This is an optimization exercise on Yosys and OpenROAD, whose aim is small area, a short achievable clock period and few clock cycles per item, not a production implementation.
Only simulation tests tie the RTL to the original design; equivalence was not proved.
Power is estimated from default activity; no workload was simulated.

==> flow/design.v <==
package ppq_pkg;
   localparam int QUEUE_DEPTH = 16;
   localparam int IDX_W = $clog2(QUEUE_DEPTH);
   localparam int CNT_W = $clog2(QUEUE_DEPTH + 1);
   localparam int COUNT_FIELD_W = 5;
   typedef enum logic [1:0] {
      ACT_ENQUEUE = 2'd0,
      ACT_PICK    = 2'd1,
      ACT_STEAL   = 2'd2,
      ACT_NOP     = 2'd3
   } action_type;
   typedef enum logic [1:0] {
      STAT_DONE    = 2'd0,
      STAT_IGNORED = 2'd1,
      STAT_FULL    = 2'd2,
      STAT_EMPTY   = 2'd3
   } status_type;
   typedef enum logic {
      ST_IDLE = 1'b0,
      ST_EXEC = 1'b1
   } state_type;
   typedef struct packed {
      logic load;    
      logic exec;    
   } cmd_type;
   typedef struct packed {
      logic [7:0]               task_id;
      logic [7:0]               task_prio;
      logic                     runnable;
      logic                     task_is_idle;
   } req_fields_type;
   typedef struct packed {
      status_type               status;
      logic [7:0]               out_task_id;
      logic [7:0]               out_task_prio;
      logic                     resched_req;
      logic [COUNT_FIELD_W-1:0] queue_count;
   } rsp_fields_type;
endpackage
module ppq_datapath (
   input  logic        clock,
   input  logic        reset,
   input  logic        exec,
   input  logic [1:0]  act,
   input  logic [7:0]  r_id,
   input  logic [7:0]  r_prio,
   input  logic        r_runnable,
   input  logic        r_idle,
   input  logic        preempt_en,
   output logic [1:0]  rsp_status,
   output logic [7:0]  rsp_id,
   output logic [7:0]  rsp_prio,
   output logic        rsp_resched,
   output logic [4:0]  rsp_count
);
   localparam int N = 16;
   logic [7:0]   task_ff [N];
   logic [7:0]   prio_ff [N];
   logic [N-1:0] occ_ff, head_ff;
   logic [4:0]   count_ff;
   logic [7:0]   run_task_ff, run_prio_ff;
   logic         run_valid_ff, front_mark_ff, resched_ff;
   logic [1:0]   status_ff;
   logic [7:0]   out_id_ff, out_prio_ff;
   logic [N-1:0] tail, rd, lt, eq, same, stay, shift, wr;
   logic         hit, full, empty, front;
   logic         ins, pick_ok, steal_ok, set_resched;
   logic [1:0]   status_in;
   logic [7:0]   rd_id, rd_prio;
   function automatic logic [1:0] cmp8(input logic [7:0] a, input logic [7:0] b);
      logic l, e;
      l = 1'b0;
      e = 1'b1;
      for (int k = 7; k >= 0; k--) begin
         l = l | (e & ~a[k] & b[k]);
         e = e & ~(a[k] ^ b[k]);
      end
      cmp8 = {l, e};
   endfunction
   logic [1:0] crun;
   always_comb begin
      for (int i = 0; i < N; i++) begin
         {lt[i], eq[i]} = cmp8(prio_ff[i], r_prio);
         same[i] = occ_ff[i] && (task_ff[i] == r_id);
         tail[i] = occ_ff[i] && (!occ_ff[(i + 1) % N] || head_ff[(i + 1) % N]);
         rd[i]   = (act == 2'd1) ? head_ff[i] : tail[i];
      end
      crun  = cmp8(r_prio, run_prio_ff);
      front = run_valid_ff && front_mark_ff && (r_id == run_task_ff);
      hit   = |same;
      for (int i = 0; i < N; i++) begin
         stay[i] = occ_ff[i] && (lt[i] || (!front && eq[i]));
      end
      rd_id   = 8'd0;
      rd_prio = 8'd0;
      for (int i = 0; i < N; i++) begin
         rd_id   = rd_id | ({8{rd[i]}} & task_ff[i]);
         rd_prio = rd_prio | ({8{rd[i]}} & prio_ff[i]);
      end
   end
   assign full  = count_ff[4];
   assign empty = !(|occ_ff);
   assign ins         = exec && (act == 2'd0) && !r_idle && !hit && !full;
   assign pick_ok     = exec && (act == 2'd1) && !empty;
   assign steal_ok    = exec && (act == 2'd2) && !empty;
   assign set_resched = !r_runnable && preempt_en && run_valid_ff && crun[1];
   always_comb begin
      case (act)
         2'd0: status_in = (r_idle || hit) ? 2'd1 : full ? 2'd2 : 2'd0;
         2'd1, 2'd2: status_in = empty ? 2'd3 : 2'd0;
         default: status_in = 2'd0;
      endcase
   end
   always_comb begin
      for (int i = 0; i < N; i++) begin
         shift[i] = occ_ff[(i + N - 1) % N] && !stay[(i + N - 1) % N];
         wr[i]    = ins && (shift[i] || (!stay[i] && (stay[(i + N - 1) % N] || head_ff[i])));
      end
   end
   always_ff @(posedge clock) begin
      for (int i = 0; i < N; i++) begin
         task_ff[i] <= ({8{!wr[i]}} & task_ff[i]) | ({8{wr[i] & shift[i]}} & task_ff[(i + N - 1) % N])
                     | ({8{wr[i] & !shift[i]}} & r_id);
         prio_ff[i] <= ({8{!wr[i]}} & prio_ff[i]) | ({8{wr[i] & shift[i]}} & prio_ff[(i + N - 1) % N])
                     | ({8{wr[i] & !shift[i]}} & r_prio);
      end
   end
   always_ff @(posedge clock) begin
      if (exec) begin
         status_ff   <= status_in;
         out_id_ff   <= (act[1] ^ act[0]) && !empty ? rd_id : 8'd0;
         out_prio_ff <= (act[1] ^ act[0]) && !empty ? rd_prio : 8'd0;
      end
   end
   always_ff @(posedge clock) begin
      if (reset) begin
         occ_ff        <= '0;
         head_ff       <= 16'd1;
         count_ff      <= '0;
         run_task_ff   <= '0;
         run_prio_ff   <= '0;
         run_valid_ff  <= 1'b0;
         front_mark_ff <= 1'b0;
         resched_ff    <= 1'b0;
      end else begin
         occ_ff <= (occ_ff | wr) & ~({N{pick_ok}} & head_ff) & ~({N{steal_ok}} & tail);
         if (ins) begin
            count_ff <= count_ff + 5'd1;
            if (set_resched) begin
               resched_ff    <= 1'b1;
               front_mark_ff <= 1'b1;
            end else if (front) begin
               front_mark_ff <= 1'b0;
            end
         end
         if (pick_ok || steal_ok) count_ff <= count_ff - 5'd1;
         if (exec && act == 2'd1) resched_ff <= 1'b0;
         if (pick_ok) begin
            head_ff       <= {head_ff[N-2:0], head_ff[N-1]};
            run_task_ff   <= rd_id;
            run_prio_ff   <= rd_prio;
            run_valid_ff  <= 1'b1;
            front_mark_ff <= 1'b0;
         end
      end
   end
   assign rsp_status  = status_ff;
   assign rsp_id      = out_id_ff;
   assign rsp_prio    = out_prio_ff;
   assign rsp_resched = resched_ff;
   assign rsp_count   = count_ff;
endmodule
module preemptive_priority_ready_queue (
   input  logic        clock,
   input  logic        reset,
   input  logic        req_tvalid,
   output logic        req_tready,
   input  logic [23:0] req_tdata,   
   input  logic [1:0]  req_tuser,   
   output logic        rsp_tvalid,
   input  logic        rsp_tready,
   output logic [23:0] rsp_tdata,   
   output logic [1:0]  rsp_tuser,   
   input  logic        csr_psel,
   input  logic        csr_penable,
   input  logic        csr_pwrite,
   input  logic [2:0]  csr_paddr,
   input  logic [31:0] csr_pwdata,
   output logic [31:0] csr_prdata,
   output logic        csr_pready
);
   logic        preempt_en_ff;
   logic        rsp_valid_ff;
   logic        exec;
   logic [1:0]  rsp_status;
   logic [7:0]  rsp_id, rsp_prio;
   logic        rsp_resched;
   logic [4:0]  rsp_count;
   assign csr_pready = 1'b1;
   assign csr_prdata = {31'b0, preempt_en_ff && !csr_paddr[2]};
   always_ff @(posedge clock) begin
      if (reset) begin
         preempt_en_ff <= 1'b0;
      end else if (csr_psel && csr_penable && csr_pwrite && !csr_paddr[2]) begin
         preempt_en_ff <= csr_pwdata[0];
      end
   end
   assign req_tready = !rsp_valid_ff || rsp_tready;
   assign exec       = req_tvalid && req_tready;
   assign rsp_tvalid = rsp_valid_ff;
   always_ff @(posedge clock) begin
      if (reset) begin
         rsp_valid_ff <= 1'b0;
      end else if (req_tready) begin
         rsp_valid_ff <= req_tvalid;
      end
   end
   ppq_datapath u_datapath (
      .clock       (clock),
      .reset       (reset),
      .exec        (exec),
      .act         (req_tuser),
      .r_id        (req_tdata[7:0]),
      .r_prio      (req_tdata[15:8]),
      .r_runnable  (req_tdata[16]),
      .r_idle      (req_tdata[17]),
      .preempt_en  (preempt_en_ff),
      .rsp_status  (rsp_status),
      .rsp_id      (rsp_id),
      .rsp_prio    (rsp_prio),
      .rsp_resched (rsp_resched),
      .rsp_count   (rsp_count)
   );
   assign rsp_tuser = rsp_status;
   assign rsp_tdata = {2'b00, rsp_count, rsp_resched, rsp_prio, rsp_id};
endmodule
==> flow/config.mk <==
export PLATFORM = sky130hd
export DESIGN_NAME = preemptive_priority_ready_queue
export DESIGN_NICKNAME = preemptive_priority_ready_queue
export VERILOG_FILES = /design/flow/design.v
export SDC_FILE = /design/flow/constraint.sdc
export NUM_CORES = 4
export LEC_CHECK = 0
export CAP_MARGIN = 20
export CORE_MARGIN = 2
export CORE_UTILIZATION = 40
export CTS_CLUSTER_DIAMETER = 80
export CTS_CLUSTER_SIZE = 20
export PLACE_DENSITY = 0.8
export SETUP_SLACK_MARGIN = 2.2
export SLEW_MARGIN = 20
==> flow/constraint.sdc <==
create_clock -name core_clock -period 5.5 [get_ports {clock}]
set_input_delay 1.1000 -clock core_clock [delete_from_list [all_inputs] [get_ports {clock}]]
set_output_delay 1.1000 -clock core_clock [all_outputs]
set_load 0.01 [all_outputs]
run.sh (not shown) runs the stock make flow with config.mk's settings and CLKGATE_MAP_FILE= SYNTH_SCRIPT=/design/flow/synth_recipe.tcl, a recipe that flattens the netlist after the stock synthesis.
The starting point completed without violations.
Testbench counts at the start, summed over its fixed seeds: cycles 12,008, items 12,000.
Next try:
- CTS_CLUSTER_DIAMETER: 80 -> default
- CTS_CLUSTER_SIZE: 20 -> default
- PLACE_DENSITY: 0.8 -> default
- SETUP_SLACK_MARGIN: 2.2 -> 2.6
Result:
- final cell count went up by a few percent
- non-clock buffer count went up by 46
- clock-buffer cell count increases by 38
- routed wire length increases by a few percent
- die area is unchanged
- power came out higher by about a fifth
- clock power is higher by well over a third

-- static timing again, ports no longer ideal --
The flow's constraints put no driver on any port. The routed layouts listed below were extracted and timed again, unchanged, in two steps. Step 1 (the two cells are an assumption about what drives the block):
set clk [get_ports {clock}]
set_driving_cell -lib_cell sky130_fd_sc_hd__clkbuf_16 $clk
set_driving_cell -lib_cell sky130_fd_sc_hd__buf_2 [delete_from_list [all_inputs] $clk]
Step 2 times the ports against the registers' clock, not the clock port: input delays grow and output delays shrink by t, the midpoint of the rising clock arrivals with the driver on. Three values: no drivers, after step 1, after step 2; two values: the first two.
run	t (ns)	setup slack, ns	hold WS [ns]	worst setup path at the end	clock arrival spread, ns
the first run	0.630	2.069 / 1.992 / 1.362	0.492 / 0.492 / 0.492	input to register	0.030 / 0.030
the second run	0.643	2.123 / 2.033 / 1.390	0.503 / 0.503 / 0.503	input to register	0.020 / 0.019
After both steps every run listed still meets setup and hold. The setup slack of the second run, which loses most, moves by -0.090 ns with the drivers and by -0.733 ns with both steps.
